This design comes from an exercise in tuning for small area, a short achievable clock period and few clock cycles per item on the open sky130 flow, not from production work.
Only simulation tests tie the RTL to the original design; equivalence was not proved.
Power and IR drop assume default switching activity.

==> flow/design.v, too long to show whole: its modules and the start of the top module <==
// module qmva_csr: 51 lines
// module qmva_ctrl: 127 lines
// module qmva_dp: 166 lines
// module qmva_csa: 635 lines
// module qmva_step: 155 lines
// module quantized_matvec_accumulator: 67 lines
module quantized_matvec_accumulator (
   input  logic                             clock,
   input  logic                             reset,
   input  logic                             req_valid,
   output logic                             req_ready,
   input  logic signed [15:0]               req_activation,
   input  logic [15:0]                      req_weight_word,
   input  logic signed [15:0]               req_weight_scale,
   output logic                             rsp_valid,
   input  logic                             rsp_ready,
   output logic signed [31:0]               rsp_dot_result,
   output logic [19:0]                      rsp_result_index,
   output logic [12:0]                      rsp_weight_row,
   output logic                             rsp_saturated,
   output logic                             rsp_job_done,
   input  logic                             csr_we,
   input  logic [2:0]                       csr_index,
   input  logic [12:0]                      csr_wdata
);
  // ...
==> flow/run.sh <==
#!/bin/bash
# synth_recipe.tcl (not shown) runs the flow's synth.tcl, then flattens the netlist and writes it again
# the make line also repeats each setting of config.mk as NAME=value (left out here)
make -C /OpenROAD-flow-scripts/flow DESIGN_CONFIG=/design/flow/config.mk WORK_HOME=/design/flow/orfs CLKGATE_MAP_FILE= SYNTH_SCRIPT=/design/flow/synth_recipe.tcl finish
==> flow/config.mk <==
export PLATFORM = sky130hd
export DESIGN_NAME = quantized_matvec_accumulator
export DESIGN_NICKNAME = quantized_matvec_accumulator
export VERILOG_FILES = /design/flow/design.v
export SDC_FILE = /design/flow/constraint.sdc
export NUM_CORES = 4
export LEC_CHECK = 0
export CAP_MARGIN = 20
export CORE_MARGIN = 2
export CORE_UTILIZATION = 40
export SLEW_MARGIN = 20
==> flow/constraint.sdc <==
create_clock -name core_clock -period 11.5 [get_ports {clock}]
set_input_delay 2.3000 -clock core_clock [delete_from_list [all_inputs] [get_ports {clock}]]
set_output_delay 2.3000 -clock core_clock [all_outputs]
set_load 0.01 [all_outputs]
==> flow_metrics.tcl, run 1 <==
set metrics [dict create \
    final_common_cell "inv_1" \
    critPathLaunch "u_dp.bca_ff[1]" \
    met2_usage 0.3343 \
    cts_buffers 43 \
    pg_seq_uw 1840 \
    powerComb_uw 4490 \
    async_reset_ff_frac 0 \
    area_share_clock_buf_inv 0.04944 \
    p_int_uw 4352 \
    critical-path-top-delay-family "compound AO/OA/AOI/OAI gates" \
    outcome "complete, no violations" \
    hp-class "flip-flop to flip-flop" \
    setup_tns_ps 0 \
    clk_latency_ps 600 \
    hold-path-cell-count 1 \
    synth_area_sq_um 26430 \
    maxUsedRoutingLayer "met5" \
    max_freq_mhz 215.5 \
    crit_type "flip-flop to flip-flop" \
    num_antenna_cells 0 \
    synth_ff_type "dfxtp_1" \
    cts_tree "done" \
    syn_avg_cell_area_sq_um 8.961 \
    cts_root_buf "clkbuf_16" \
    seq_power_share 0.237 \
    final_layout_size_suffix_gt1_frac 0.04803 \
    largest_register_ffs 60 \
    synth_top_family_by_area "adder cells" \
    pre_cts_slack_ps 6516 \
    final_nets 3373 \
    slowest_stage "edfxtp_1" \
]
Testbench counts, summed over its fixed seeds: cycles 27,508, elements 25,630.
==> module qmva_csr, before the edit <==
module qmva_csr (
   input  logic                clock,
   input  logic                reset,
   input  logic                csr_we,
   input  logic [2:0]          csr_index,
   input  logic [12:0]         csr_wdata,
   output qmva_pkg::cfg_type   cfg,
   output logic                stride_we
);
   qmva_pkg::cfg_type cfg_ff;
   function automatic logic [11:0] clamp12(input logic [12:0] v);
      if (v[12])
         clamp12 = 12'hfff;
      else if (v[11:0] == 12'd0)
         clamp12 = 12'd0;
      else
         clamp12 = v[11:0] - 12'd1;
   endfunction
   function automatic logic [7:0] clamp8(input logic [8:0] v);
      if (v[8])
         clamp8 = 8'hff;
      else if (v[7:0] == 8'd0)
         clamp8 = 8'd0;
      else
         clamp8 = v[7:0] - 8'd1;
   endfunction
   always_ff @(posedge clock) begin
      if (reset) begin
         cfg_ff.fmt            <= 2'd0;
         cfg_ff.lenm1          <= '0;
         cfg_ff.nbm1           <= '0;
         cfg_ff.nrm1           <= '0;
         cfg_ff.out_start      <= '0;
         cfg_ff.out_stride     <= 13'd1;
         cfg_ff.scales_present <= 1'b1;
      end else if (csr_we) begin
         case (csr_index)
            3'd0: cfg_ff.fmt            <= csr_wdata[1:0];
            3'd1: cfg_ff.lenm1          <= clamp12(csr_wdata);
            3'd2: cfg_ff.nbm1           <= clamp8(csr_wdata[8:0]);
            3'd3: cfg_ff.out_start      <= csr_wdata[11:0];
            3'd4: cfg_ff.nrm1           <= clamp12(csr_wdata);
            3'd5: cfg_ff.out_stride     <= csr_wdata;
            3'd6: cfg_ff.scales_present <= csr_wdata[0];
            default: ;
         endcase
      end
   end
   assign cfg       = cfg_ff;
   assign stride_we = csr_we && (csr_index == 3'd5);
endmodule
==> module qmva_ctrl, before the edit <==
module qmva_ctrl (
   input  logic                           clock,
   input  logic                           reset,
   input  qmva_pkg::cfg_type              cfg,
   input  logic                           csr_we,
   input  logic [2:0]                     csr_index,
   input  logic [12:0]                    csr_wdata,
   input  logic                           stride_we,
   input  logic                           req_valid,
   output logic                           req_ready,
   input  logic                           rsp_xfer,
   output logic                           fire,
   output logic                           last,
   output logic [1:0]                     elem_lo,
   output logic [qmva_pkg::INDEX_W-1:0]   rsp_result_index,
   output logic [qmva_pkg::WROW_W-1:0]    rsp_weight_row,
   output logic                           rsp_job_done
);
   logic [qmva_pkg::LEN_W-1:0]    elem_ff;
   logic [qmva_pkg::NB_W-1:0]     batch_ff;
   logic [qmva_pkg::NR_W-1:0]     row_ff;
   logic [qmva_pkg::INDEX_W-1:0]  idx_ff;
   logic [qmva_pkg::WROW_W-1:0]   wrow_ff;
   logic                          done_ff;
   logic                          recomp_ff, last_ff, busy_ff, ready_ff, adv_ff;
   logic batch_last, row_last, recomp_done, len1, next_is_last;
   logic recomp_n, last_n, busy_n;
   logic [qmva_pkg::NB_W-1:0]     batch_n;
   logic [qmva_pkg::NR_W-1:0]     row_n;
   logic [qmva_pkg::INDEX_W-1:0]  idx_adv;
   assign batch_last   = (batch_ff >= cfg.nbm1);
   assign row_last     = (row_ff >= cfg.nrm1);
   assign recomp_done  = (elem_ff[qmva_pkg::NB_W-1:0] == batch_ff);
   assign len1         = (cfg.lenm1 == '0);
   assign next_is_last = (qmva_pkg::LEN_W'(elem_ff + 1'b1) == cfg.lenm1);
   assign req_ready = ready_ff;
   assign fire      = req_valid && ready_ff;
   assign last      = last_ff;
   assign elem_lo   = elem_ff[1:0];
   assign rsp_result_index = idx_ff;
   assign rsp_weight_row   = wrow_ff;
   assign rsp_job_done     = done_ff;
   always_comb begin
      recomp_n = recomp_ff;
      if (stride_we)
         recomp_n = 1'b1;
      else if (recomp_ff && recomp_done)
         recomp_n = 1'b0;
      last_n = last_ff;
      if (csr_we && csr_index == 3'd1)
         last_n = (csr_wdata <= 13'd1);
      else if (stride_we)
         last_n = len1;
      else if (recomp_ff)
         last_n = recomp_done ? len1 : last_ff;
      else if (fire)
         last_n = last_ff ? len1 : next_is_last;
      busy_n = busy_ff;
      if (fire && last_ff)
         busy_n = 1'b1;
      else if (rsp_xfer)
         busy_n = 1'b0;
      batch_n = batch_ff;
      row_n   = row_ff;
      idx_adv = idx_ff;
      if (adv_ff) begin
         if (batch_last) begin
            batch_n = '0;
            if (row_last) begin
               row_n   = '0;
               idx_adv = '0;
            end else begin
               row_n   = row_ff + 1'b1;
               idx_adv = qmva_pkg::INDEX_W'(row_ff + 1'b1);
            end
         end else begin
            batch_n = batch_ff + 1'b1;
            idx_adv = idx_ff + qmva_pkg::INDEX_W'(cfg.out_stride);
         end
      end
   end
   always_ff @(posedge clock) begin
      if (reset) begin
         recomp_ff <= 1'b0;
         last_ff   <= 1'b1;
         busy_ff   <= 1'b0;
         ready_ff  <= 1'b1;
         adv_ff    <= 1'b0;
      end else begin
         recomp_ff <= recomp_n;
         last_ff   <= last_n;
         busy_ff   <= busy_n;
         ready_ff  <= !recomp_n && !(last_n && busy_n);
         adv_ff    <= rsp_xfer;
      end
   end
   always_ff @(posedge clock) begin
      if (reset) begin
         elem_ff  <= '0;
         batch_ff <= '0;
         row_ff   <= '0;
         idx_ff   <= '0;
      end else begin
         batch_ff <= batch_n;
         row_ff   <= row_n;
         if (stride_we) begin
            elem_ff <= '0;
            idx_ff  <= qmva_pkg::INDEX_W'(row_n);
         end else if (recomp_ff) begin
            if (recomp_done) begin
               elem_ff <= '0;
            end else begin
               elem_ff <= elem_ff + 1'b1;
               idx_ff  <= idx_ff + qmva_pkg::INDEX_W'(cfg.out_stride);
            end
         end else begin
            idx_ff <= idx_adv;
            if (fire)
               elem_ff <= last_ff ? '0 : elem_ff + 1'b1;
         end
      end
   end
   always_ff @(posedge clock) begin
      wrow_ff <= qmva_pkg::WROW_W'({1'b0, cfg.out_start} + {1'b0, row_ff});
      done_ff <= batch_last && row_last;
   end
endmodule
==> module qmva_dp, before the edit <==
module qmva_dp (
   input  logic                           clock,
   input  logic                           reset,
   input  qmva_pkg::cfg_type              cfg,
   input  logic                           fire,
   input  logic                           last,
   input  logic [1:0]                     elem_lo,
   input  logic signed [15:0]             activation,
   input  logic [15:0]                    weight_word,
   input  logic signed [15:0]             weight_scale,
   output logic                           rsp_xfer,
   output logic                           rsp_valid,
   input  logic                           rsp_ready,
   output logic signed [31:0]             rsp_dot_result,
   output logic                           rsp_saturated
);
   localparam int AW = qmva_pkg::ACC_W;
   localparam int HW = qmva_pkg::HI_W;
   logic [15:0]          act_ff;
   logic [7:0]           one_ff, two_ff, neg_ff;
   logic                 clr1_ff, last1_ff, first_ff;
   logic [AW-1:0]        s_ff, c_ff;
   logic                 last2_ff;
   logic signed [AW-1:0] x_ff;
   logic signed [15:0]   m_ff;
   logic signed [HW-1:0] h_ff;
   logic [3:0]           cnt_ff;
   logic                 run_ff, fin_ff, valid_ff, sat_ff;
   logic signed [15:0] wval;
   logic [3:0]         nib;
   logic [1:0]         crumb;
   always_comb begin
      nib = elem_lo[0] ? weight_word[7:4] : weight_word[3:0];
      case (elem_lo)
         2'd0:    crumb = weight_word[1:0];
         2'd1:    crumb = weight_word[3:2];
         2'd2:    crumb = weight_word[5:4];
         default: crumb = weight_word[7:6];
      endcase
      case (cfg.fmt)
         2'd0:    wval = weight_word;
         2'd1:    wval = {{8{weight_word[7]}}, weight_word[7:0]};
         2'd2:    wval = {{13{~nib[3]}}, nib[2:0]};
         default: wval = {{15{~crumb[1]}}, crumb[0]};
      endcase
   end
   logic [7:0] one_in, two_in, neg_in;
   logic [16:0] wext;
   assign wext = {wval, 1'b0};
   always_comb begin
      for (int i = 0; i < 8; i++) begin
         one_in[i] = wext[2*i+1] ^ wext[2*i];
         two_in[i] = (wext[2*i+2] & ~wext[2*i+1] & ~wext[2*i])
                   | (~wext[2*i+2] & wext[2*i+1] & wext[2*i]);
         neg_in[i] = wext[2*i+2] & ~(wext[2*i+1] & wext[2*i]);
      end
   end
   logic signed [15:0] m_in;
   always_comb begin
      if (cfg.fmt == 2'd0)
         m_in = 16'sd1;
      else if (cfg.scales_present)
         m_in = weight_scale;
      else
         m_in = 16'sd4096;
   end
   logic [AW-1:0] s_sum, c_sum;
   qmva_csa u_csa (
      .a     (act_ff),
      .one   (one_ff),
      .two   (two_ff),
      .neg   (neg_ff),
      .s_in  (clr1_ff ? AW'(0) : s_ff),
      .c_in  (clr1_ff ? AW'(0) : c_ff),
      .s_out (s_sum),
      .c_out (c_sum)
   );
   function automatic logic [2:0] bdec(input logic [2:0] d);    
      bdec[0] = d[1] ^ d[0];
      bdec[1] = (d[2] & ~d[1] & ~d[0]) | (~d[2] & d[1] & d[0]);
      bdec[2] = d[2] & ~(d[1] & d[0]);
   endfunction
   logic [AW-1:0]        xsum;
   logic [2:0]           bca_ff, bcb_ff;
   logic                 rneg, step0_ff;
   logic [HW+3:0]        ts, tc;
   logic signed [HW+3:0] t;
   assign xsum = s_ff + c_ff;
   assign rneg = x_ff[AW-1] ^ m_ff[15];
   qmva_step u_step (
      .h     (h_ff),
      .k0    (step0_ff && !rneg),
      .m     (m_ff),
      .one   ({bcb_ff[0], bca_ff[0]}),
      .two   ({bcb_ff[1], bca_ff[1]}),
      .neg   ({bcb_ff[2], bca_ff[2]}),
      .s_out (ts),
      .c_out (tc)
   );
   assign t = ts + tc;
   logic inrange;
   assign inrange = ({h_ff, x_ff[AW-1]} == '0) || ({h_ff, x_ff[AW-1]} == '1);
   always_ff @(posedge clock) begin
      if (reset) begin
         first_ff <= 1'b1;
         clr1_ff  <= 1'b0;
         last1_ff <= 1'b0;
         last2_ff <= 1'b0;
         run_ff   <= 1'b0;
         fin_ff   <= 1'b0;
         valid_ff <= 1'b0;
         cnt_ff   <= '0;
      end else begin
         if (fire)
            first_ff <= last;
         clr1_ff  <= fire && first_ff;
         last1_ff <= fire && last;
         last2_ff <= last1_ff;
         if (last2_ff) begin
            run_ff <= 1'b1;
            cnt_ff <= '0;
         end else if (run_ff) begin
            cnt_ff <= cnt_ff + 1'b1;
            if (cnt_ff == 4'd10)
               run_ff <= 1'b0;
         end
         fin_ff <= run_ff && (cnt_ff == 4'd10);
         if (fin_ff)
            valid_ff <= 1'b1;
         else if (rsp_ready)
            valid_ff <= 1'b0;
      end
   end
   always_ff @(posedge clock) begin
      act_ff <= activation;
      one_ff <= fire ? one_in : 8'd0;
      two_ff <= fire ? two_in : 8'd0;
      neg_ff <= fire ? neg_in : 8'd0;
      s_ff   <= s_sum;
      c_ff   <= c_sum;
      if (last2_ff) begin
         x_ff   <= xsum;
         bca_ff <= bdec({xsum[1:0], 1'b0});
         bcb_ff <= bdec(xsum[3:1]);
      end else if (run_ff) begin
         x_ff   <= {t[3:0], x_ff[AW-1:4]};
         bca_ff <= bdec(x_ff[5:3]);
         bcb_ff <= bdec(x_ff[7:5]);
      end else if (fin_ff && !inrange) begin
         x_ff[AW-1:12] <= h_ff[HW-1] ? 32'h80000000 : 32'h7fffffff;
      end
      step0_ff <= last2_ff;
      if (last2_ff)
         h_ff <= HW'(12'h7ff);
      else if (run_ff)
         h_ff <= t[HW+3:4];
      if (fin_ff)
         sat_ff <= !inrange;
      if (fire && last)
         m_ff <= m_in;
   end
   assign rsp_xfer         = valid_ff && rsp_ready;
   assign rsp_valid        = valid_ff;
   assign rsp_dot_result   = x_ff[AW-1:12];
   assign rsp_saturated    = sat_ff;
endmodule
==> module qmva_step, before the edit <==
module qmva_step (
   input  logic [16:0] h,
   input  logic        k0,
   input  logic [15:0] m,
   input  logic [1:0]  one,
   input  logic [1:0]  two,
   input  logic [1:0]  neg,
   output logic [20:0] s_out,
   output logic [20:0] c_out
);
   wire pa_0 = (one[0] & m[0]) ^ neg[0];
   wire pa_1 = ((one[0] & m[1]) | (two[0] & m[0])) ^ neg[0];
   wire pa_2 = ((one[0] & m[2]) | (two[0] & m[1])) ^ neg[0];
   wire pa_3 = ((one[0] & m[3]) | (two[0] & m[2])) ^ neg[0];
   wire pa_4 = ((one[0] & m[4]) | (two[0] & m[3])) ^ neg[0];
   wire pa_5 = ((one[0] & m[5]) | (two[0] & m[4])) ^ neg[0];
   wire pa_6 = ((one[0] & m[6]) | (two[0] & m[5])) ^ neg[0];
   wire pa_7 = ((one[0] & m[7]) | (two[0] & m[6])) ^ neg[0];
   wire pa_8 = ((one[0] & m[8]) | (two[0] & m[7])) ^ neg[0];
   wire pa_9 = ((one[0] & m[9]) | (two[0] & m[8])) ^ neg[0];
   wire pa_10 = ((one[0] & m[10]) | (two[0] & m[9])) ^ neg[0];
   wire pa_11 = ((one[0] & m[11]) | (two[0] & m[10])) ^ neg[0];
   wire pa_12 = ((one[0] & m[12]) | (two[0] & m[11])) ^ neg[0];
   wire pa_13 = ((one[0] & m[13]) | (two[0] & m[12])) ^ neg[0];
   wire pa_14 = ((one[0] & m[14]) | (two[0] & m[13])) ^ neg[0];
   wire pa_15 = ((one[0] & m[15]) | (two[0] & m[14])) ^ neg[0];
   wire pa_16 = ~(((one[0] | two[0]) & m[15]) ^ neg[0]);
   wire pb_0 = (one[1] & m[0]) ^ neg[1];
   wire pb_1 = ((one[1] & m[1]) | (two[1] & m[0])) ^ neg[1];
   wire pb_2 = ((one[1] & m[2]) | (two[1] & m[1])) ^ neg[1];
   wire pb_3 = ((one[1] & m[3]) | (two[1] & m[2])) ^ neg[1];
   wire pb_4 = ((one[1] & m[4]) | (two[1] & m[3])) ^ neg[1];
   wire pb_5 = ((one[1] & m[5]) | (two[1] & m[4])) ^ neg[1];
   wire pb_6 = ((one[1] & m[6]) | (two[1] & m[5])) ^ neg[1];
   wire pb_7 = ((one[1] & m[7]) | (two[1] & m[6])) ^ neg[1];
   wire pb_8 = ((one[1] & m[8]) | (two[1] & m[7])) ^ neg[1];
   wire pb_9 = ((one[1] & m[9]) | (two[1] & m[8])) ^ neg[1];
   wire pb_10 = ((one[1] & m[10]) | (two[1] & m[9])) ^ neg[1];
   wire pb_11 = ((one[1] & m[11]) | (two[1] & m[10])) ^ neg[1];
   wire pb_12 = ((one[1] & m[12]) | (two[1] & m[11])) ^ neg[1];
   wire pb_13 = ((one[1] & m[13]) | (two[1] & m[12])) ^ neg[1];
   wire pb_14 = ((one[1] & m[14]) | (two[1] & m[13])) ^ neg[1];
   wire pb_15 = ((one[1] & m[15]) | (two[1] & m[14])) ^ neg[1];
   wire pb_16 = ~(((one[1] | two[1]) & m[15]) ^ neg[1]);
   wire us0 = h[0] ^ k0;
   wire uc0 = h[0] & k0;
   wire us1 = h[2] ^ neg[1];
   wire uc1 = h[2] & neg[1];
   wire us2 = h[3] ^ pa_3;
   wire uc2 = h[3] & pa_3;
   wire us3 = h[4] ^ pa_4;
   wire uc3 = h[4] & pa_4;
   wire us4 = h[5] ^ pa_5;
   wire uc4 = h[5] & pa_5;
   wire us5 = h[6] ^ pa_6;
   wire uc5 = h[6] & pa_6;
   wire us6 = h[7] ^ pa_7;
   wire uc6 = h[7] & pa_7;
   wire us7 = h[8] ^ pa_8;
   wire uc7 = h[8] & pa_8;
   wire us8 = h[9] ^ pa_9;
   wire uc8 = h[9] & pa_9;
   wire us9 = h[10] ^ pa_10;
   wire uc9 = h[10] & pa_10;
   wire us10 = h[11] ^ pa_11;
   wire uc10 = h[11] & pa_11;
   wire us11 = h[12] ^ pa_12;
   wire uc11 = h[12] & pa_12;
   wire us12 = h[13] ^ pa_13;
   wire uc12 = h[13] & pa_13;
   wire us13 = h[14] ^ pa_14;
   wire uc13 = h[14] & pa_14;
   wire us14 = h[15] ^ pa_15;
   wire uc14 = h[15] & pa_15;
   wire us15 = ~h[16] ^ pa_16;
   wire uc15 = ~h[16] & pa_16;
   wire us16 = neg[0] ^ pa_0;
   wire uc16 = neg[0] & pa_0;
   wire us17 = h[1] ^ pa_1 ^ uc0;
   wire uc17 = (h[1] & pa_1) | (h[1] & uc0) | (pa_1 & uc0);
   wire us18 = pa_2 ^ pb_0 ^ us1;
   wire uc18 = (pa_2 & pb_0) | (pa_2 & us1) | (pb_0 & us1);
   wire us19 = pb_1 ^ us2 ^ uc1;
   wire uc19 = (pb_1 & us2) | (pb_1 & uc1) | (us2 & uc1);
   wire us20 = pb_2 ^ us3 ^ uc2;
   wire uc20 = (pb_2 & us3) | (pb_2 & uc2) | (us3 & uc2);
   wire us21 = pb_3 ^ us4 ^ uc3;
   wire uc21 = (pb_3 & us4) | (pb_3 & uc3) | (us4 & uc3);
   wire us22 = pb_4 ^ us5 ^ uc4;
   wire uc22 = (pb_4 & us5) | (pb_4 & uc4) | (us5 & uc4);
   wire us23 = pb_5 ^ us6 ^ uc5;
   wire uc23 = (pb_5 & us6) | (pb_5 & uc5) | (us6 & uc5);
   wire us24 = pb_6 ^ us7 ^ uc6;
   wire uc24 = (pb_6 & us7) | (pb_6 & uc6) | (us7 & uc6);
   wire us25 = pb_7 ^ us8 ^ uc7;
   wire uc25 = (pb_7 & us8) | (pb_7 & uc7) | (us8 & uc7);
   wire us26 = pb_8 ^ us9 ^ uc8;
   wire uc26 = (pb_8 & us9) | (pb_8 & uc8) | (us9 & uc8);
   wire us27 = pb_9 ^ us10 ^ uc9;
   wire uc27 = (pb_9 & us10) | (pb_9 & uc9) | (us10 & uc9);
   wire us28 = pb_10 ^ us11 ^ uc10;
   wire uc28 = (pb_10 & us11) | (pb_10 & uc10) | (us11 & uc10);
   wire us29 = pb_11 ^ us12 ^ uc11;
   wire uc29 = (pb_11 & us12) | (pb_11 & uc11) | (us12 & uc11);
   wire us30 = pb_12 ^ us13 ^ uc12;
   wire uc30 = (pb_12 & us13) | (pb_12 & uc12) | (us13 & uc12);
   wire us31 = pb_13 ^ us14 ^ uc13;
   wire uc31 = (pb_13 & us14) | (pb_13 & uc13) | (us14 & uc13);
   wire us32 = pb_14 ^ us15 ^ uc14;
   wire uc32 = (pb_14 & us15) | (pb_14 & uc14) | (us15 & uc14);
   wire us33 = 1'b1 ^ pb_15 ^ uc15;
   wire uc33 = (1'b1 & pb_15) | (1'b1 & uc15) | (pb_15 & uc15);
   assign s_out[0] = us0;
   assign c_out[0] = us16;
   assign s_out[1] = us17;
   assign c_out[1] = uc16;
   assign s_out[2] = us18;
   assign c_out[2] = uc17;
   assign s_out[3] = us19;
   assign c_out[3] = uc18;
   assign s_out[4] = us20;
   assign c_out[4] = uc19;
   assign s_out[5] = us21;
   assign c_out[5] = uc20;
   assign s_out[6] = us22;
   assign c_out[6] = uc21;
   assign s_out[7] = us23;
   assign c_out[7] = uc22;
   assign s_out[8] = us24;
   assign c_out[8] = uc23;
   assign s_out[9] = us25;
   assign c_out[9] = uc24;
   assign s_out[10] = us26;
   assign c_out[10] = uc25;
   assign s_out[11] = us27;
   assign c_out[11] = uc26;
   assign s_out[12] = us28;
   assign c_out[12] = uc27;
   assign s_out[13] = us29;
   assign c_out[13] = uc28;
   assign s_out[14] = us30;
   assign c_out[14] = uc29;
   assign s_out[15] = us31;
   assign c_out[15] = uc30;
   assign s_out[16] = us32;
   assign c_out[16] = uc31;
   assign s_out[17] = us33;
   assign c_out[17] = uc32;
   assign s_out[18] = pb_16;
   assign c_out[18] = uc33;
   assign s_out[19] = 1'b1;
   assign c_out[19] = 1'b0;
   assign s_out[20] = 1'b1;
   assign c_out[20] = 1'b0;
endmodule
==> module quantized_matvec_accumulator, before the edit <==
module quantized_matvec_accumulator (
   input  logic                             clock,
   input  logic                             reset,
   input  logic                             req_valid,
   output logic                             req_ready,
   input  logic signed [15:0]               req_activation,
   input  logic [15:0]                      req_weight_word,
   input  logic signed [15:0]               req_weight_scale,
   output logic                             rsp_valid,
   input  logic                             rsp_ready,
   output logic signed [31:0]               rsp_dot_result,
   output logic [19:0]                      rsp_result_index,
   output logic [12:0]                      rsp_weight_row,
   output logic                             rsp_saturated,
   output logic                             rsp_job_done,
   input  logic                             csr_we,
   input  logic [2:0]                       csr_index,
   input  logic [12:0]                      csr_wdata
);
   qmva_pkg::cfg_type             cfg;
   logic                          stride_we;
   logic                          rsp_xfer, fire, last;
   logic [1:0]                    elem_lo;
   qmva_csr u_csr (
      .clock     (clock),
      .reset     (reset),
      .csr_we    (csr_we),
      .csr_index (csr_index),
      .csr_wdata (csr_wdata),
      .cfg       (cfg),
      .stride_we (stride_we)
   );
   qmva_ctrl u_ctrl (
      .clock     (clock),
      .reset     (reset),
      .cfg       (cfg),
      .csr_we    (csr_we),
      .csr_index (csr_index),
      .csr_wdata (csr_wdata),
      .stride_we (stride_we),
      .req_valid (req_valid),
      .req_ready (req_ready),
      .rsp_xfer  (rsp_xfer),
      .fire      (fire),
      .last      (last),
      .elem_lo   (elem_lo),
      .rsp_result_index (rsp_result_index),
      .rsp_weight_row   (rsp_weight_row),
      .rsp_job_done     (rsp_job_done)
   );
   qmva_dp u_dp (
      .clock            (clock),
      .reset            (reset),
      .cfg              (cfg),
      .fire             (fire),
      .last             (last),
      .elem_lo          (elem_lo),
      .activation       (req_activation),
      .weight_word      (req_weight_word),
      .weight_scale     (req_weight_scale),
      .rsp_xfer         (rsp_xfer),
      .rsp_valid        (rsp_valid),
      .rsp_ready        (rsp_ready),
      .rsp_dot_result   (rsp_dot_result),
      .rsp_saturated    (rsp_saturated)
   );
endmodule
==> run 2: changes to the inputs <==
--- a/flow/design.v
+++ b/flow/design.v
@@ -25,9 +25,17 @@
    input  logic [2:0]          csr_index,
    input  logic [12:0]         csr_wdata,
    output qmva_pkg::cfg_type   cfg,
-   output logic                stride_we
+   output logic                stride_we,
+   output logic                len_written
 );
-   qmva_pkg::cfg_type cfg_ff;
+   logic [1:0]  fmt_ff;
+   logic [12:0] in_len_ff;
+   logic [8:0]  batch_rows_ff;
+   logic [11:0] out_start_ff;
+   logic [12:0] out_count_ff;
+   logic [12:0] out_stride_ff;
+   logic        scales_ff;
+   logic        len_we_ff;
    function automatic logic [11:0] clamp12(input logic [12:0] v);
       if (v[12])
          clamp12 = 12'hfff;
@@ -46,37 +54,46 @@
    endfunction
    always_ff @(posedge clock) begin
       if (reset) begin
-         cfg_ff.fmt            <= 2'd0;
-         cfg_ff.lenm1          <= '0;
-         cfg_ff.nbm1           <= '0;
-         cfg_ff.nrm1           <= '0;
-         cfg_ff.out_start      <= '0;
-         cfg_ff.out_stride     <= 13'd1;
-         cfg_ff.scales_present <= 1'b1;
-      end else if (csr_we) begin
-         case (csr_index)
-            3'd0: cfg_ff.fmt            <= csr_wdata[1:0];
-            3'd1: cfg_ff.lenm1          <= clamp12(csr_wdata);
-            3'd2: cfg_ff.nbm1           <= clamp8(csr_wdata[8:0]);
-            3'd3: cfg_ff.out_start      <= csr_wdata[11:0];
-            3'd4: cfg_ff.nrm1           <= clamp12(csr_wdata);
-            3'd5: cfg_ff.out_stride     <= csr_wdata;
-            3'd6: cfg_ff.scales_present <= csr_wdata[0];
-            default: ;
-         endcase
+         fmt_ff        <= 2'd0;
+         in_len_ff     <= 13'd1;
+         batch_rows_ff <= 9'd1;
+         out_start_ff  <= '0;
+         out_count_ff  <= 13'd1;
+         out_stride_ff <= 13'd1;
+         scales_ff     <= 1'b1;
+         len_we_ff     <= 1'b0;
+      end else begin
+         len_we_ff <= csr_we && (csr_index == 3'd1);
+         if (csr_we) begin
+            case (csr_index)
+               3'd0: fmt_ff        <= csr_wdata[1:0];
+               3'd1: in_len_ff     <= csr_wdata;
+               3'd2: batch_rows_ff <= csr_wdata[8:0];
+               3'd3: out_start_ff  <= csr_wdata[11:0];
+               3'd4: out_count_ff  <= csr_wdata;
+               3'd5: out_stride_ff <= csr_wdata;
+               3'd6: scales_ff     <= csr_wdata[0];
+               default: ;
+            endcase
+         end
       end
    end
-   assign cfg       = cfg_ff;
-   assign stride_we = csr_we && (csr_index == 3'd5);
+   assign cfg.fmt            = fmt_ff;
+   assign cfg.lenm1          = clamp12(in_len_ff);
+   assign cfg.nbm1           = clamp8(batch_rows_ff);
+   assign cfg.nrm1           = clamp12(out_count_ff);
+   assign cfg.out_start      = out_start_ff;
+   assign cfg.out_stride     = out_stride_ff;
+   assign cfg.scales_present = scales_ff;
+   assign stride_we   = csr_we && (csr_index == 3'd5);
+   assign len_written = len_we_ff;
 endmodule
 module qmva_ctrl (
    input  logic                           clock,
    input  logic                           reset,
    input  qmva_pkg::cfg_type              cfg,
-   input  logic                           csr_we,
-   input  logic [2:0]                     csr_index,
-   input  logic [12:0]                    csr_wdata,
    input  logic                           stride_we,
+   input  logic                           len_written,
    input  logic                           req_valid,
    output logic                           req_ready,
    input  logic                           rsp_xfer,
@@ -106,7 +123,7 @@
    assign next_is_last = (qmva_pkg::LEN_W'(elem_ff + 1'b1) == cfg.lenm1);
    assign req_ready = ready_ff;
    assign fire      = req_valid && ready_ff;
-   assign last      = last_ff;
+   assign last      = len_written ? len1 : last_ff;
    assign elem_lo   = elem_ff[1:0];
    assign rsp_result_index = idx_ff;
    assign rsp_weight_row   = wrow_ff;
@@ -117,17 +134,13 @@
          recomp_n = 1'b1;
       else if (recomp_ff && recomp_done)
          recomp_n = 1'b0;
-      last_n = last_ff;
-      if (csr_we && csr_index == 3'd1)
-         last_n = (csr_wdata <= 13'd1);
-      else if (stride_we)
-         last_n = len1;
-      else if (recomp_ff)
-         last_n = recomp_done ? len1 : last_ff;
+      last_n = last;
+      if (recomp_ff)
+         last_n = recomp_done ? len1 : last;
       else if (fire)
-         last_n = last_ff ? len1 : next_is_last;
+         last_n = last ? len1 : next_is_last;
       busy_n = busy_ff;
-      if (fire && last_ff)
+      if (fire && last)
          busy_n = 1'b1;
       else if (rsp_xfer)
          busy_n = 1'b0;
@@ -187,7 +200,7 @@
          end else begin
             idx_ff <= idx_adv;
             if (fire)
-               elem_ff <= last_ff ? '0 : elem_ff + 1'b1;
+               elem_ff <= last ? '0 : elem_ff + 1'b1;
          end
       end
    end
@@ -215,7 +228,7 @@
    localparam int AW = qmva_pkg::ACC_W;
    localparam int HW = qmva_pkg::HI_W;
    logic [15:0]          act_ff;
-   logic [7:0]           one_ff, two_ff, neg_ff;
+   logic [7:0]           one_ff, two_ff, neg_ff, onex_ff, twox_ff, negx_ff;
    logic                 clr1_ff, last1_ff, first_ff;
    logic [AW-1:0]        s_ff, c_ff;
    logic                 last2_ff;
@@ -268,6 +281,9 @@
       .one   (one_ff),
       .two   (two_ff),
       .neg   (neg_ff),
+      .onex  (onex_ff),
+      .twox  (twox_ff),
+      .negx  (negx_ff),
       .s_in  (clr1_ff ? AW'(0) : s_ff),
       .c_in  (clr1_ff ? AW'(0) : c_ff),
       .s_out (s_sum),
@@ -279,7 +295,7 @@
       bdec[2] = d[2] & ~(d[1] & d[0]);
    endfunction
    logic [AW-1:0]        xsum;
-   logic [2:0]           bca_ff, bcb_ff;
+   logic [2:0]           bca_ff, bcb_ff, bcax_ff, bcbx_ff;
    logic                 rneg, step0_ff;
    logic [HW+3:0]        ts, tc;
    logic signed [HW+3:0] t;
@@ -292,6 +308,9 @@
       .one   ({bcb_ff[0], bca_ff[0]}),
       .two   ({bcb_ff[1], bca_ff[1]}),
       .neg   ({bcb_ff[2], bca_ff[2]}),
+      .onex  ({bcbx_ff[0], bcax_ff[0]}),
+      .twox  ({bcbx_ff[1], bcax_ff[1]}),
+      .negx  ({bcbx_ff[2], bcax_ff[2]}),
       .s_out (ts),
       .c_out (tc)
    );
@@ -330,20 +349,27 @@
       end
    end
    always_ff @(posedge clock) begin
-      act_ff <= activation;
-      one_ff <= fire ? one_in : 8'd0;
-      two_ff <= fire ? two_in : 8'd0;
-      neg_ff <= fire ? neg_in : 8'd0;
+      act_ff  <= fire ? activation : 16'd0;
+      one_ff  <= one_in;
+      two_ff  <= two_in;
+      neg_ff  <= neg_in;
+      onex_ff <= ~one_in;
+      twox_ff <= ~two_in;
+      negx_ff <= ~neg_in;
       s_ff   <= s_sum;
       c_ff   <= c_sum;
       if (last2_ff) begin
          x_ff   <= xsum;
-         bca_ff <= bdec({xsum[1:0], 1'b0});
-         bcb_ff <= bdec(xsum[3:1]);
+         bca_ff  <= bdec({xsum[1:0], 1'b0});
+         bcb_ff  <= bdec(xsum[3:1]);
+         bcax_ff <= ~bdec({xsum[1:0], 1'b0});
+         bcbx_ff <= ~bdec(xsum[3:1]);
       end else if (run_ff) begin
          x_ff   <= {t[3:0], x_ff[AW-1:4]};
-         bca_ff <= bdec(x_ff[5:3]);
-         bcb_ff <= bdec(x_ff[7:5]);
+         bca_ff  <= bdec(x_ff[5:3]);
+         bcb_ff  <= bdec(x_ff[7:5]);
+         bcax_ff <= ~bdec(x_ff[5:3]);
+         bcbx_ff <= ~bdec(x_ff[7:5]);
       end else if (fin_ff && !inrange) begin
          x_ff[AW-1:12] <= h_ff[HW-1] ? 32'h80000000 : 32'h7fffffff;
       end
@@ -367,6 +393,9 @@
    input  logic [7:0]  one,
    input  logic [7:0]  two,
    input  logic [7:0]  neg,
+   input  logic [7:0]  onex,
+   input  logic [7:0]  twox,
+   input  logic [7:0]  negx,
    input  logic [43:0] s_in,
    input  logic [43:0] c_in,
    output logic [43:0] s_out,
@@ -380,15 +409,15 @@
    wire pp0_5 = ((one[0] & a[5]) | (two[0] & a[4])) ^ neg[0];
    wire pp0_6 = ((one[0] & a[6]) | (two[0] & a[5])) ^ neg[0];
    wire pp0_7 = ((one[0] & a[7]) | (two[0] & a[6])) ^ neg[0];
-   wire pp0_8 = ((one[0] & a[8]) | (two[0] & a[7])) ^ neg[0];
-   wire pp0_9 = ((one[0] & a[9]) | (two[0] & a[8])) ^ neg[0];
-   wire pp0_10 = ((one[0] & a[10]) | (two[0] & a[9])) ^ neg[0];
-   wire pp0_11 = ((one[0] & a[11]) | (two[0] & a[10])) ^ neg[0];
-   wire pp0_12 = ((one[0] & a[12]) | (two[0] & a[11])) ^ neg[0];
-   wire pp0_13 = ((one[0] & a[13]) | (two[0] & a[12])) ^ neg[0];
-   wire pp0_14 = ((one[0] & a[14]) | (two[0] & a[13])) ^ neg[0];
-   wire pp0_15 = ((one[0] & a[15]) | (two[0] & a[14])) ^ neg[0];
-   wire pp0_16 = ~(((one[0] | two[0]) & a[15]) ^ neg[0]);
+   wire pp0_8 = ((~onex[0] & a[8]) | (~twox[0] & a[7])) ^ ~negx[0];
+   wire pp0_9 = ((~onex[0] & a[9]) | (~twox[0] & a[8])) ^ ~negx[0];
+   wire pp0_10 = ((~onex[0] & a[10]) | (~twox[0] & a[9])) ^ ~negx[0];
+   wire pp0_11 = ((~onex[0] & a[11]) | (~twox[0] & a[10])) ^ ~negx[0];
+   wire pp0_12 = ((~onex[0] & a[12]) | (~twox[0] & a[11])) ^ ~negx[0];
+   wire pp0_13 = ((~onex[0] & a[13]) | (~twox[0] & a[12])) ^ ~negx[0];
+   wire pp0_14 = ((~onex[0] & a[14]) | (~twox[0] & a[13])) ^ ~negx[0];
+   wire pp0_15 = ((~onex[0] & a[15]) | (~twox[0] & a[14])) ^ ~negx[0];
+   wire pp0_16 = ~(((~onex[0] | ~twox[0]) & a[15]) ^ ~negx[0]);
    wire pp1_0 = (one[1] & a[0]) ^ neg[1];
    wire pp1_1 = ((one[1] & a[1]) | (two[1] & a[0])) ^ neg[1];
    wire pp1_2 = ((one[1] & a[2]) | (two[1] & a[1])) ^ neg[1];
@@ -397,15 +426,15 @@
    wire pp1_5 = ((one[1] & a[5]) | (two[1] & a[4])) ^ neg[1];
    wire pp1_6 = ((one[1] & a[6]) | (two[1] & a[5])) ^ neg[1];
    wire pp1_7 = ((one[1] & a[7]) | (two[1] & a[6])) ^ neg[1];
-   wire pp1_8 = ((one[1] & a[8]) | (two[1] & a[7])) ^ neg[1];
-   wire pp1_9 = ((one[1] & a[9]) | (two[1] & a[8])) ^ neg[1];
-   wire pp1_10 = ((one[1] & a[10]) | (two[1] & a[9])) ^ neg[1];
-   wire pp1_11 = ((one[1] & a[11]) | (two[1] & a[10])) ^ neg[1];
-   wire pp1_12 = ((one[1] & a[12]) | (two[1] & a[11])) ^ neg[1];
-   wire pp1_13 = ((one[1] & a[13]) | (two[1] & a[12])) ^ neg[1];
-   wire pp1_14 = ((one[1] & a[14]) | (two[1] & a[13])) ^ neg[1];
-   wire pp1_15 = ((one[1] & a[15]) | (two[1] & a[14])) ^ neg[1];
-   wire pp1_16 = ~(((one[1] | two[1]) & a[15]) ^ neg[1]);
+   wire pp1_8 = ((~onex[1] & a[8]) | (~twox[1] & a[7])) ^ ~negx[1];
+   wire pp1_9 = ((~onex[1] & a[9]) | (~twox[1] & a[8])) ^ ~negx[1];
+   wire pp1_10 = ((~onex[1] & a[10]) | (~twox[1] & a[9])) ^ ~negx[1];
+   wire pp1_11 = ((~onex[1] & a[11]) | (~twox[1] & a[10])) ^ ~negx[1];
+   wire pp1_12 = ((~onex[1] & a[12]) | (~twox[1] & a[11])) ^ ~negx[1];
+   wire pp1_13 = ((~onex[1] & a[13]) | (~twox[1] & a[12])) ^ ~negx[1];
+   wire pp1_14 = ((~onex[1] & a[14]) | (~twox[1] & a[13])) ^ ~negx[1];
+   wire pp1_15 = ((~onex[1] & a[15]) | (~twox[1] & a[14])) ^ ~negx[1];
+   wire pp1_16 = ~(((~onex[1] | ~twox[1]) & a[15]) ^ ~negx[1]);
    wire pp2_0 = (one[2] & a[0]) ^ neg[2];
    wire pp2_1 = ((one[2] & a[1]) | (two[2] & a[0])) ^ neg[2];
    wire pp2_2 = ((one[2] & a[2]) | (two[2] & a[1])) ^ neg[2];
@@ -414,15 +443,15 @@
    wire pp2_5 = ((one[2] & a[5]) | (two[2] & a[4])) ^ neg[2];
    wire pp2_6 = ((one[2] & a[6]) | (two[2] & a[5])) ^ neg[2];
    wire pp2_7 = ((one[2] & a[7]) | (two[2] & a[6])) ^ neg[2];
-   wire pp2_8 = ((one[2] & a[8]) | (two[2] & a[7])) ^ neg[2];
-   wire pp2_9 = ((one[2] & a[9]) | (two[2] & a[8])) ^ neg[2];
-   wire pp2_10 = ((one[2] & a[10]) | (two[2] & a[9])) ^ neg[2];
-   wire pp2_11 = ((one[2] & a[11]) | (two[2] & a[10])) ^ neg[2];
-   wire pp2_12 = ((one[2] & a[12]) | (two[2] & a[11])) ^ neg[2];
-   wire pp2_13 = ((one[2] & a[13]) | (two[2] & a[12])) ^ neg[2];
-   wire pp2_14 = ((one[2] & a[14]) | (two[2] & a[13])) ^ neg[2];
-   wire pp2_15 = ((one[2] & a[15]) | (two[2] & a[14])) ^ neg[2];
-   wire pp2_16 = ~(((one[2] | two[2]) & a[15]) ^ neg[2]);
+   wire pp2_8 = ((~onex[2] & a[8]) | (~twox[2] & a[7])) ^ ~negx[2];
+   wire pp2_9 = ((~onex[2] & a[9]) | (~twox[2] & a[8])) ^ ~negx[2];
+   wire pp2_10 = ((~onex[2] & a[10]) | (~twox[2] & a[9])) ^ ~negx[2];
+   wire pp2_11 = ((~onex[2] & a[11]) | (~twox[2] & a[10])) ^ ~negx[2];
+   wire pp2_12 = ((~onex[2] & a[12]) | (~twox[2] & a[11])) ^ ~negx[2];
+   wire pp2_13 = ((~onex[2] & a[13]) | (~twox[2] & a[12])) ^ ~negx[2];
+   wire pp2_14 = ((~onex[2] & a[14]) | (~twox[2] & a[13])) ^ ~negx[2];
+   wire pp2_15 = ((~onex[2] & a[15]) | (~twox[2] & a[14])) ^ ~negx[2];
+   wire pp2_16 = ~(((~onex[2] | ~twox[2]) & a[15]) ^ ~negx[2]);
    wire pp3_0 = (one[3] & a[0]) ^ neg[3];
    wire pp3_1 = ((one[3] & a[1]) | (two[3] & a[0])) ^ neg[3];
    wire pp3_2 = ((one[3] & a[2]) | (two[3] & a[1])) ^ neg[3];
@@ -431,15 +460,15 @@
    wire pp3_5 = ((one[3] & a[5]) | (two[3] & a[4])) ^ neg[3];
    wire pp3_6 = ((one[3] & a[6]) | (two[3] & a[5])) ^ neg[3];
    wire pp3_7 = ((one[3] & a[7]) | (two[3] & a[6])) ^ neg[3];
-   wire pp3_8 = ((one[3] & a[8]) | (two[3] & a[7])) ^ neg[3];
-   wire pp3_9 = ((one[3] & a[9]) | (two[3] & a[8])) ^ neg[3];
-   wire pp3_10 = ((one[3] & a[10]) | (two[3] & a[9])) ^ neg[3];
-   wire pp3_11 = ((one[3] & a[11]) | (two[3] & a[10])) ^ neg[3];
-   wire pp3_12 = ((one[3] & a[12]) | (two[3] & a[11])) ^ neg[3];
-   wire pp3_13 = ((one[3] & a[13]) | (two[3] & a[12])) ^ neg[3];
-   wire pp3_14 = ((one[3] & a[14]) | (two[3] & a[13])) ^ neg[3];
-   wire pp3_15 = ((one[3] & a[15]) | (two[3] & a[14])) ^ neg[3];
-   wire pp3_16 = ~(((one[3] | two[3]) & a[15]) ^ neg[3]);
+   wire pp3_8 = ((~onex[3] & a[8]) | (~twox[3] & a[7])) ^ ~negx[3];
+   wire pp3_9 = ((~onex[3] & a[9]) | (~twox[3] & a[8])) ^ ~negx[3];
+   wire pp3_10 = ((~onex[3] & a[10]) | (~twox[3] & a[9])) ^ ~negx[3];
+   wire pp3_11 = ((~onex[3] & a[11]) | (~twox[3] & a[10])) ^ ~negx[3];
+   wire pp3_12 = ((~onex[3] & a[12]) | (~twox[3] & a[11])) ^ ~negx[3];
+   wire pp3_13 = ((~onex[3] & a[13]) | (~twox[3] & a[12])) ^ ~negx[3];
+   wire pp3_14 = ((~onex[3] & a[14]) | (~twox[3] & a[13])) ^ ~negx[3];
+   wire pp3_15 = ((~onex[3] & a[15]) | (~twox[3] & a[14])) ^ ~negx[3];
+   wire pp3_16 = ~(((~onex[3] | ~twox[3]) & a[15]) ^ ~negx[3]);
    wire pp4_0 = (one[4] & a[0]) ^ neg[4];
    wire pp4_1 = ((one[4] & a[1]) | (two[4] & a[0])) ^ neg[4];
    wire pp4_2 = ((one[4] & a[2]) | (two[4] & a[1])) ^ neg[4];
@@ -448,15 +477,15 @@
    wire pp4_5 = ((one[4] & a[5]) | (two[4] & a[4])) ^ neg[4];
    wire pp4_6 = ((one[4] & a[6]) | (two[4] & a[5])) ^ neg[4];
    wire pp4_7 = ((one[4] & a[7]) | (two[4] & a[6])) ^ neg[4];
-   wire pp4_8 = ((one[4] & a[8]) | (two[4] & a[7])) ^ neg[4];
-   wire pp4_9 = ((one[4] & a[9]) | (two[4] & a[8])) ^ neg[4];
-   wire pp4_10 = ((one[4] & a[10]) | (two[4] & a[9])) ^ neg[4];
-   wire pp4_11 = ((one[4] & a[11]) | (two[4] & a[10])) ^ neg[4];
-   wire pp4_12 = ((one[4] & a[12]) | (two[4] & a[11])) ^ neg[4];
-   wire pp4_13 = ((one[4] & a[13]) | (two[4] & a[12])) ^ neg[4];
-   wire pp4_14 = ((one[4] & a[14]) | (two[4] & a[13])) ^ neg[4];
-   wire pp4_15 = ((one[4] & a[15]) | (two[4] & a[14])) ^ neg[4];
-   wire pp4_16 = ~(((one[4] | two[4]) & a[15]) ^ neg[4]);
+   wire pp4_8 = ((~onex[4] & a[8]) | (~twox[4] & a[7])) ^ ~negx[4];
+   wire pp4_9 = ((~onex[4] & a[9]) | (~twox[4] & a[8])) ^ ~negx[4];
+   wire pp4_10 = ((~onex[4] & a[10]) | (~twox[4] & a[9])) ^ ~negx[4];
+   wire pp4_11 = ((~onex[4] & a[11]) | (~twox[4] & a[10])) ^ ~negx[4];
+   wire pp4_12 = ((~onex[4] & a[12]) | (~twox[4] & a[11])) ^ ~negx[4];
+   wire pp4_13 = ((~onex[4] & a[13]) | (~twox[4] & a[12])) ^ ~negx[4];
+   wire pp4_14 = ((~onex[4] & a[14]) | (~twox[4] & a[13])) ^ ~negx[4];
+   wire pp4_15 = ((~onex[4] & a[15]) | (~twox[4] & a[14])) ^ ~negx[4];
+   wire pp4_16 = ~(((~onex[4] | ~twox[4]) & a[15]) ^ ~negx[4]);
    wire pp5_0 = (one[5] & a[0]) ^ neg[5];
    wire pp5_1 = ((one[5] & a[1]) | (two[5] & a[0])) ^ neg[5];
    wire pp5_2 = ((one[5] & a[2]) | (two[5] & a[1])) ^ neg[5];
@@ -465,15 +494,15 @@
    wire pp5_5 = ((one[5] & a[5]) | (two[5] & a[4])) ^ neg[5];
    wire pp5_6 = ((one[5] & a[6]) | (two[5] & a[5])) ^ neg[5];
    wire pp5_7 = ((one[5] & a[7]) | (two[5] & a[6])) ^ neg[5];
-   wire pp5_8 = ((one[5] & a[8]) | (two[5] & a[7])) ^ neg[5];
-   wire pp5_9 = ((one[5] & a[9]) | (two[5] & a[8])) ^ neg[5];
-   wire pp5_10 = ((one[5] & a[10]) | (two[5] & a[9])) ^ neg[5];
-   wire pp5_11 = ((one[5] & a[11]) | (two[5] & a[10])) ^ neg[5];
-   wire pp5_12 = ((one[5] & a[12]) | (two[5] & a[11])) ^ neg[5];
-   wire pp5_13 = ((one[5] & a[13]) | (two[5] & a[12])) ^ neg[5];
-   wire pp5_14 = ((one[5] & a[14]) | (two[5] & a[13])) ^ neg[5];
-   wire pp5_15 = ((one[5] & a[15]) | (two[5] & a[14])) ^ neg[5];
-   wire pp5_16 = ~(((one[5] | two[5]) & a[15]) ^ neg[5]);
+   wire pp5_8 = ((~onex[5] & a[8]) | (~twox[5] & a[7])) ^ ~negx[5];
+   wire pp5_9 = ((~onex[5] & a[9]) | (~twox[5] & a[8])) ^ ~negx[5];
+   wire pp5_10 = ((~onex[5] & a[10]) | (~twox[5] & a[9])) ^ ~negx[5];
+   wire pp5_11 = ((~onex[5] & a[11]) | (~twox[5] & a[10])) ^ ~negx[5];
+   wire pp5_12 = ((~onex[5] & a[12]) | (~twox[5] & a[11])) ^ ~negx[5];
+   wire pp5_13 = ((~onex[5] & a[13]) | (~twox[5] & a[12])) ^ ~negx[5];
+   wire pp5_14 = ((~onex[5] & a[14]) | (~twox[5] & a[13])) ^ ~negx[5];
+   wire pp5_15 = ((~onex[5] & a[15]) | (~twox[5] & a[14])) ^ ~negx[5];
+   wire pp5_16 = ~(((~onex[5] | ~twox[5]) & a[15]) ^ ~negx[5]);
    wire pp6_0 = (one[6] & a[0]) ^ neg[6];
    wire pp6_1 = ((one[6] & a[1]) | (two[6] & a[0])) ^ neg[6];
    wire pp6_2 = ((one[6] & a[2]) | (two[6] & a[1])) ^ neg[6];
@@ -482,15 +511,15 @@
    wire pp6_5 = ((one[6] & a[5]) | (two[6] & a[4])) ^ neg[6];
    wire pp6_6 = ((one[6] & a[6]) | (two[6] & a[5])) ^ neg[6];
    wire pp6_7 = ((one[6] & a[7]) | (two[6] & a[6])) ^ neg[6];
-   wire pp6_8 = ((one[6] & a[8]) | (two[6] & a[7])) ^ neg[6];
-   wire pp6_9 = ((one[6] & a[9]) | (two[6] & a[8])) ^ neg[6];
-   wire pp6_10 = ((one[6] & a[10]) | (two[6] & a[9])) ^ neg[6];
-   wire pp6_11 = ((one[6] & a[11]) | (two[6] & a[10])) ^ neg[6];
-   wire pp6_12 = ((one[6] & a[12]) | (two[6] & a[11])) ^ neg[6];
-   wire pp6_13 = ((one[6] & a[13]) | (two[6] & a[12])) ^ neg[6];
-   wire pp6_14 = ((one[6] & a[14]) | (two[6] & a[13])) ^ neg[6];
-   wire pp6_15 = ((one[6] & a[15]) | (two[6] & a[14])) ^ neg[6];
-   wire pp6_16 = ~(((one[6] | two[6]) & a[15]) ^ neg[6]);
+   wire pp6_8 = ((~onex[6] & a[8]) | (~twox[6] & a[7])) ^ ~negx[6];
+   wire pp6_9 = ((~onex[6] & a[9]) | (~twox[6] & a[8])) ^ ~negx[6];
+   wire pp6_10 = ((~onex[6] & a[10]) | (~twox[6] & a[9])) ^ ~negx[6];
+   wire pp6_11 = ((~onex[6] & a[11]) | (~twox[6] & a[10])) ^ ~negx[6];
+   wire pp6_12 = ((~onex[6] & a[12]) | (~twox[6] & a[11])) ^ ~negx[6];
+   wire pp6_13 = ((~onex[6] & a[13]) | (~twox[6] & a[12])) ^ ~negx[6];
+   wire pp6_14 = ((~onex[6] & a[14]) | (~twox[6] & a[13])) ^ ~negx[6];
+   wire pp6_15 = ((~onex[6] & a[15]) | (~twox[6] & a[14])) ^ ~negx[6];
+   wire pp6_16 = ~(((~onex[6] | ~twox[6]) & a[15]) ^ ~negx[6]);
    wire pp7_0 = (one[7] & a[0]) ^ neg[7];
    wire pp7_1 = ((one[7] & a[1]) | (two[7] & a[0])) ^ neg[7];
    wire pp7_2 = ((one[7] & a[2]) | (two[7] & a[1])) ^ neg[7];
@@ -499,15 +528,15 @@
    wire pp7_5 = ((one[7] & a[5]) | (two[7] & a[4])) ^ neg[7];
    wire pp7_6 = ((one[7] & a[6]) | (two[7] & a[5])) ^ neg[7];
    wire pp7_7 = ((one[7] & a[7]) | (two[7] & a[6])) ^ neg[7];
-   wire pp7_8 = ((one[7] & a[8]) | (two[7] & a[7])) ^ neg[7];
-   wire pp7_9 = ((one[7] & a[9]) | (two[7] & a[8])) ^ neg[7];
-   wire pp7_10 = ((one[7] & a[10]) | (two[7] & a[9])) ^ neg[7];
-   wire pp7_11 = ((one[7] & a[11]) | (two[7] & a[10])) ^ neg[7];
-   wire pp7_12 = ((one[7] & a[12]) | (two[7] & a[11])) ^ neg[7];
-   wire pp7_13 = ((one[7] & a[13]) | (two[7] & a[12])) ^ neg[7];
-   wire pp7_14 = ((one[7] & a[14]) | (two[7] & a[13])) ^ neg[7];
-   wire pp7_15 = ((one[7] & a[15]) | (two[7] & a[14])) ^ neg[7];
-   wire pp7_16 = ~(((one[7] | two[7]) & a[15]) ^ neg[7]);
+   wire pp7_8 = ((~onex[7] & a[8]) | (~twox[7] & a[7])) ^ ~negx[7];
+   wire pp7_9 = ((~onex[7] & a[9]) | (~twox[7] & a[8])) ^ ~negx[7];
+   wire pp7_10 = ((~onex[7] & a[10]) | (~twox[7] & a[9])) ^ ~negx[7];
+   wire pp7_11 = ((~onex[7] & a[11]) | (~twox[7] & a[10])) ^ ~negx[7];
+   wire pp7_12 = ((~onex[7] & a[12]) | (~twox[7] & a[11])) ^ ~negx[7];
+   wire pp7_13 = ((~onex[7] & a[13]) | (~twox[7] & a[12])) ^ ~negx[7];
+   wire pp7_14 = ((~onex[7] & a[14]) | (~twox[7] & a[13])) ^ ~negx[7];
+   wire pp7_15 = ((~onex[7] & a[15]) | (~twox[7] & a[14])) ^ ~negx[7];
+   wire pp7_16 = ~(((~onex[7] | ~twox[7]) & a[15]) ^ ~negx[7]);
    wire ts0 = s_in[12] ^ c_in[12];
    wire tc0 = s_in[12] & c_in[12];
    wire ts1 = s_in[13] ^ c_in[13];
@@ -1004,6 +1033,9 @@
    input  logic [1:0]  one,
    input  logic [1:0]  two,
    input  logic [1:0]  neg,
+   input  logic [1:0]  onex,
+   input  logic [1:0]  twox,
+   input  logic [1:0]  negx,
    output logic [20:0] s_out,
    output logic [20:0] c_out
 );
@@ -1015,15 +1047,15 @@
    wire pa_5 = ((one[0] & m[5]) | (two[0] & m[4])) ^ neg[0];
    wire pa_6 = ((one[0] & m[6]) | (two[0] & m[5])) ^ neg[0];
    wire pa_7 = ((one[0] & m[7]) | (two[0] & m[6])) ^ neg[0];
-   wire pa_8 = ((one[0] & m[8]) | (two[0] & m[7])) ^ neg[0];
-   wire pa_9 = ((one[0] & m[9]) | (two[0] & m[8])) ^ neg[0];
-   wire pa_10 = ((one[0] & m[10]) | (two[0] & m[9])) ^ neg[0];
-   wire pa_11 = ((one[0] & m[11]) | (two[0] & m[10])) ^ neg[0];
-   wire pa_12 = ((one[0] & m[12]) | (two[0] & m[11])) ^ neg[0];
-   wire pa_13 = ((one[0] & m[13]) | (two[0] & m[12])) ^ neg[0];
-   wire pa_14 = ((one[0] & m[14]) | (two[0] & m[13])) ^ neg[0];
-   wire pa_15 = ((one[0] & m[15]) | (two[0] & m[14])) ^ neg[0];
-   wire pa_16 = ~(((one[0] | two[0]) & m[15]) ^ neg[0]);
+   wire pa_8 = ((~onex[0] & m[8]) | (~twox[0] & m[7])) ^ ~negx[0];
+   wire pa_9 = ((~onex[0] & m[9]) | (~twox[0] & m[8])) ^ ~negx[0];
+   wire pa_10 = ((~onex[0] & m[10]) | (~twox[0] & m[9])) ^ ~negx[0];
+   wire pa_11 = ((~onex[0] & m[11]) | (~twox[0] & m[10])) ^ ~negx[0];
+   wire pa_12 = ((~onex[0] & m[12]) | (~twox[0] & m[11])) ^ ~negx[0];
+   wire pa_13 = ((~onex[0] & m[13]) | (~twox[0] & m[12])) ^ ~negx[0];
+   wire pa_14 = ((~onex[0] & m[14]) | (~twox[0] & m[13])) ^ ~negx[0];
+   wire pa_15 = ((~onex[0] & m[15]) | (~twox[0] & m[14])) ^ ~negx[0];
+   wire pa_16 = ~(((~onex[0] | ~twox[0]) & m[15]) ^ ~negx[0]);
    wire pb_0 = (one[1] & m[0]) ^ neg[1];
    wire pb_1 = ((one[1] & m[1]) | (two[1] & m[0])) ^ neg[1];
    wire pb_2 = ((one[1] & m[2]) | (two[1] & m[1])) ^ neg[1];
@@ -1032,15 +1064,15 @@
    wire pb_5 = ((one[1] & m[5]) | (two[1] & m[4])) ^ neg[1];
    wire pb_6 = ((one[1] & m[6]) | (two[1] & m[5])) ^ neg[1];
    wire pb_7 = ((one[1] & m[7]) | (two[1] & m[6])) ^ neg[1];
-   wire pb_8 = ((one[1] & m[8]) | (two[1] & m[7])) ^ neg[1];
-   wire pb_9 = ((one[1] & m[9]) | (two[1] & m[8])) ^ neg[1];
-   wire pb_10 = ((one[1] & m[10]) | (two[1] & m[9])) ^ neg[1];
-   wire pb_11 = ((one[1] & m[11]) | (two[1] & m[10])) ^ neg[1];
-   wire pb_12 = ((one[1] & m[12]) | (two[1] & m[11])) ^ neg[1];
-   wire pb_13 = ((one[1] & m[13]) | (two[1] & m[12])) ^ neg[1];
-   wire pb_14 = ((one[1] & m[14]) | (two[1] & m[13])) ^ neg[1];
-   wire pb_15 = ((one[1] & m[15]) | (two[1] & m[14])) ^ neg[1];
-   wire pb_16 = ~(((one[1] | two[1]) & m[15]) ^ neg[1]);
+   wire pb_8 = ((~onex[1] & m[8]) | (~twox[1] & m[7])) ^ ~negx[1];
+   wire pb_9 = ((~onex[1] & m[9]) | (~twox[1] & m[8])) ^ ~negx[1];
+   wire pb_10 = ((~onex[1] & m[10]) | (~twox[1] & m[9])) ^ ~negx[1];
+   wire pb_11 = ((~onex[1] & m[11]) | (~twox[1] & m[10])) ^ ~negx[1];
+   wire pb_12 = ((~onex[1] & m[12]) | (~twox[1] & m[11])) ^ ~negx[1];
+   wire pb_13 = ((~onex[1] & m[13]) | (~twox[1] & m[12])) ^ ~negx[1];
+   wire pb_14 = ((~onex[1] & m[14]) | (~twox[1] & m[13])) ^ ~negx[1];
+   wire pb_15 = ((~onex[1] & m[15]) | (~twox[1] & m[14])) ^ ~negx[1];
+   wire pb_16 = ~(((~onex[1] | ~twox[1]) & m[15]) ^ ~negx[1]);
    wire us0 = h[0] ^ k0;
    wire uc0 = h[0] & k0;
    wire us1 = h[2] ^ neg[1];
@@ -1172,7 +1204,7 @@
    input  logic [12:0]                      csr_wdata
 );
    qmva_pkg::cfg_type             cfg;
-   logic                          stride_we;
+   logic                          stride_we, len_written;
    logic                          rsp_xfer, fire, last;
    logic [1:0]                    elem_lo;
    qmva_csr u_csr (
@@ -1181,17 +1213,16 @@
       .csr_we    (csr_we),
       .csr_index (csr_index),
       .csr_wdata (csr_wdata),
-      .cfg       (cfg),
-      .stride_we (stride_we)
+      .cfg         (cfg),
+      .stride_we   (stride_we),
+      .len_written (len_written)
    );
    qmva_ctrl u_ctrl (
       .clock     (clock),
       .reset     (reset),
       .cfg       (cfg),
-      .csr_we    (csr_we),
-      .csr_index (csr_index),
-      .csr_wdata (csr_wdata),
-      .stride_we (stride_we),
+      .stride_we   (stride_we),
+      .len_written (len_written),
       .req_valid (req_valid),
       .req_ready (req_ready),
       .rsp_xfer  (rsp_xfer),
==> flow_metrics.tcl, run 2 <==
set metrics [dict create \
    grt_use_met3 0.03070 \
    reg_top3 "u_dp.c_ff: 44 flops, u_dp.s_ff: 44 flops, u_dp.x_ff: 41 flops" \
    start_util 0.4055 \
    final_common_cell "inv_1" \
    clockBufferDepth 3 \
    slowest_stage "nor2_1" \
    yosys_warnings 3 \
    boundaryPins 138 \
    max_freq_mhz 221.2 \
    final_layout_size_suffix_gt1_frac 0.03946 \
    dp_hpwl_um 54420 \
    worst_pin_slew_ps 1022 \
    rsz0062_at_grt "no" \
    r2r_slack_ps 6980 \
    final_cells 4124 \
    critPathBufInv 0 \
    hold-path-cell-count 2 \
    reg2reg_depth 14 \
    fin_skew_ps 40.82 \
    synth_most_common_cell "inv_1" \
    min_to "u_csr.out_stride_ff[2]" \
    num_antenna_cells 0 \
    endpoint_kind "flip-flop" \
    critPathLaunchType "flip-flop" \
    grt_pass1_wl_um 114200 \
    reg2reg_to "u_ctrl.idx_ff[9]" \
    drtIter0Drc 1228 \
    final_nets 3592 \
    arrival_ps 5040 \
    cts_hold_buffers 0 \
    place_congestion 0.8479 \
    drc 0 \
    synth_nets 3597 \
    synthTopCellsByArea "dfxtp_1, fa_1, ha_1" \
    async_reset_ff_frac 0 \
    crit_top_cell "a21o_1" \
    cts-resized-gates 0 \
    yosysSeqAreaShare 0.3015 \
    crit_type "flip-flop to flip-flop" \
    switching_share 0.4390 \
    yosysTopAreaCell "dfxtp_1" \
    postCtsSetupBuffers 0 \
    synth_edf_count 70 \
    cp_slowest_stage_delay_ps 610 \
    path_cells "nor4_1 -> nor2b_1 -> nand4b_1 -> a21oi_1 -> ha_1 -> a21o_1 -> a21o_1 -> a21o_1 -> a221oi_1 -> o221ai_1 -> nor2_1 -> a22oi_1 -> nand2b_1 -> a21oi_1" \
    ctsHtreeMaxLevel 2 \
    final_cell_mix "inv_1, dfxtp_1, nand2_1" \
    cts_buffers 45 \
    hp-class "flip-flop to flip-flop" \
    core_area_sq_um 68950 \
    ir_drop_v 0.0001604 \
    setup_tns_ps 0 \
    vias_per_cell 5.247 \
    relSlewSlack 0.3163 \
    antenna_found_initial 0 \
    ys_ff_latch 386 \
    fin_crit_sh 0.3931 \
    p_comb_frac 0.589 \
    synthTopCellsByCount "inv_1, dfxtp_1, nand2_1, a21oi_1, ha_1" \
    grt.busiest_layer "met2" \
    clk_latency_ps 600 \
    grt_max_degree 88 \
    gr-usage-met1 0.2792 \
    wl_um 71170 \
    drv_cap 0 \
    cts_root_buf "clkbuf_16" \
    leakage_uw 0.01313 \
    r2r_start "u_csr.out_count_ff[2]" \
    syn_avg_cell_area_sq_um 8.833 \
    power_density_nw_per_um2 267.7 \
    met2_usage 0.3166 \
    die_width_um 268.4 \
    p_int_uw 4682 \
    required_ps 12020 \
    outcome "complete, no violations" \
    ant_nets 0 \
    period_needed_ps 4520 \
    hp-start "u_csr.out_stride_ff[2]" \
    synth_top_area_frac 0.2263 \
    wire_per_inst_um 17.26 \
    dieHeight_um 268.4 \
    fp.dieArea_sq_um 72020 \
    cts_tree "done" \
    clkTransAtPathRegs_ps 60 \
    grt-ovfl-total 0 \
    synth_ff_type "dfxtp_1" \
    worstPathMaxFanout 13 \
    rows 96 \
    grt_pass1_vias 20869 \
    hold_violations 0 \
    netlist_instances 3165 \
    nFillCells 6810 \
    num_vias 21640 \
    track_usage 0.1979 \
    clkSinkCount 386 \
    pwr-share-clk 0.172 \
    critical-path-top-delay-family "compound AO/OA/AOI/OAI gates" \
    portBuffers 137 \
    setup_violations 0 \
    drv_slew 0 \
    p_switching_uw 3664 \
    drt-pass1-iter-count 5 \
    synth_area_sq_um 27960 \
    placed_cells 4044 \
    yosysUniqueCellTypes 90 \
    seq_power_share 0.239 \
    area_growth_pct 11.52 \
]
run 2: cell types whose count changed in the layout (fill, tap and decap cells not counted), moves of 11 or more:
cell | before | now
inv_1 | 325 | 337
a21oi_1 | 186 | 206
a22oi_1 | 157 | 76
nor3_1 | 42 | 59
nor2_1 | 186 | 136
o21ai_1 | 4 | 28
o22ai_1 | 9 | 90
nand3_1 | 42 | 53
dfxtp_1 | 283 | 313
a21o_1 | 30 | 50
a211oi_1 | 58 | 46
a31oi_1 | 9 | 27
nand2_1 | 148 | 289
o21ai_0 | 101 | 69
run 2: worst register-to-register path, cell delays in order (launching register included):
cell      delay [ps]
dfxtp_1          350
nor4_1           340
nor2b_1          300
nand4b_1         440
a21oi_1          280
ha_1             260
a21o_1           180
a21o_1           170
a21o_1           180
a221oi_1         340
o221ai_1         470
nor2_1           610
a22oi_1          170
nand2b_1         190
a21oi_1          160
run 2: area by class of cell:
type	instances	area [sq um]	share of cell area
Inverter	341	1280	0.04105
Multi-Input combinational cell	2235	17360	0.5567
Tap cell	931	1165	0.03736
Sequential cell	386	8434	0.2705
Timing Repair Buffer	151	1471	0.04719
Clock inverter	22	249.0	0.007986
Clock buffer	58	1220	0.03913
run 2: layer usage:
metal / share of wire / up-vias
li1: - / 10787
met1: 0.48 / 10295
met2: 0.45 / 469
met3: 0.051 / 89
met4: 0.021 / 0
met5: 0 / -
run 2: worst max path at each step:
stage	from	endpoint	slack, ps	cells after the start
after CTS	u_csr.out_count_ff[2]	u_ctrl.idx_ff[8]	7000	14
final	u_csr.out_count_ff[2]	u_ctrl.idx_ff[9]	6980	14
after global routing	u_csr.out_count_ff[2]	u_ctrl.idx_ff[7]	6540	14
after detailed placement	csr_index[0]	u_ctrl.elem_ff[5]	6590	10
after floorplan	req_weight_word[3]	u_dp.negx_ff[1]	7710	7
after global placement	csr_index[0]	u_ctrl.elem_ff[5]	6620	10
run 2: power by group through the flow:
stage	Clock, uW	Sequential, uW	Combinational, uW
2_1_floorplan	0	1890	3850
3_3_place_gp	0	2030	4860
3_5_place_dp	0	2030	4940
4_1_cts	1470	2000	4970
5_1_grt	1520	2040	5760
6_report	1430	2000	4920
run 2: through the flow:
stage | total power (uW) | setup WS [ps] | hold WS (ps) | area (sq um) | util
detailed placement | 6962 | 6593 | 450.8 | 29710 | 0.4309
global placement | 6887 | 6620 | 447.4 | 29710 | 0.4309
CTS | 8432 | 7004 | 460.6 | 31180 | 0.4522
global route | 9313 | 6538 | 473.2 | 31180 | 0.4522
floorplan | 5736 | 7711 | 329.0 | 27960 | -
finish | 8346 | 6980 | 458.4 | 31180 | 0.4522
run 2: logic make-up (layout without fill, tap and decap cells):
family                     Yosys count  in the layout  share of synthesized area
AOI/OAI and AO/OA                  725            725                     0.1676
adders and majority gates          363            363                     0.2057
buffers and inverters              544            572                    0.07814
and+or+nand+nor                    831            831                     0.1466
muxes                               25             25                   0.009354
DFF                                386            386                     0.3015
xor gates and xnor gates           291            291                    0.09117
Testbench counts of run 2, summed over its fixed seeds: cycles 27,508, elements 25,630.

-- separate check: timing with driven ports --
How much do the figures lean on ideal ports? The routed layouts below were timed once more, with nothing changed but the port constraints.
Step 1, drivers: a clkbuf_16 drives clock and a buf_2 each remaining input, both assumed.
Step 2 times the ports against the registers' clock, not the clock port: input delays grow and output delays shrink by t, the midpoint of the rising clock arrivals with the driver on.
Slacks: ideal / step 1 / step 2; pairs: ideal / step 1.
| run | shift t [ns] | setup slack, ns | worst hold slack (ns) | cell pins on the clock port's net |
|---|---|---|---|---|
| run 1 | 0.643 | 6.860 / 6.860 / 6.459 | 0.435 / 0.435 / 0.435 | 1 |
| run 2 | 0.639 | 6.980 / 6.980 / 6.589 | 0.458 / 0.458 / 0.458 | 1 |
After both steps every run listed still meets setup and hold. The setup slack of run 1, which loses most, moves by 0.000 ns with the drivers and by -0.401 ns with both steps.
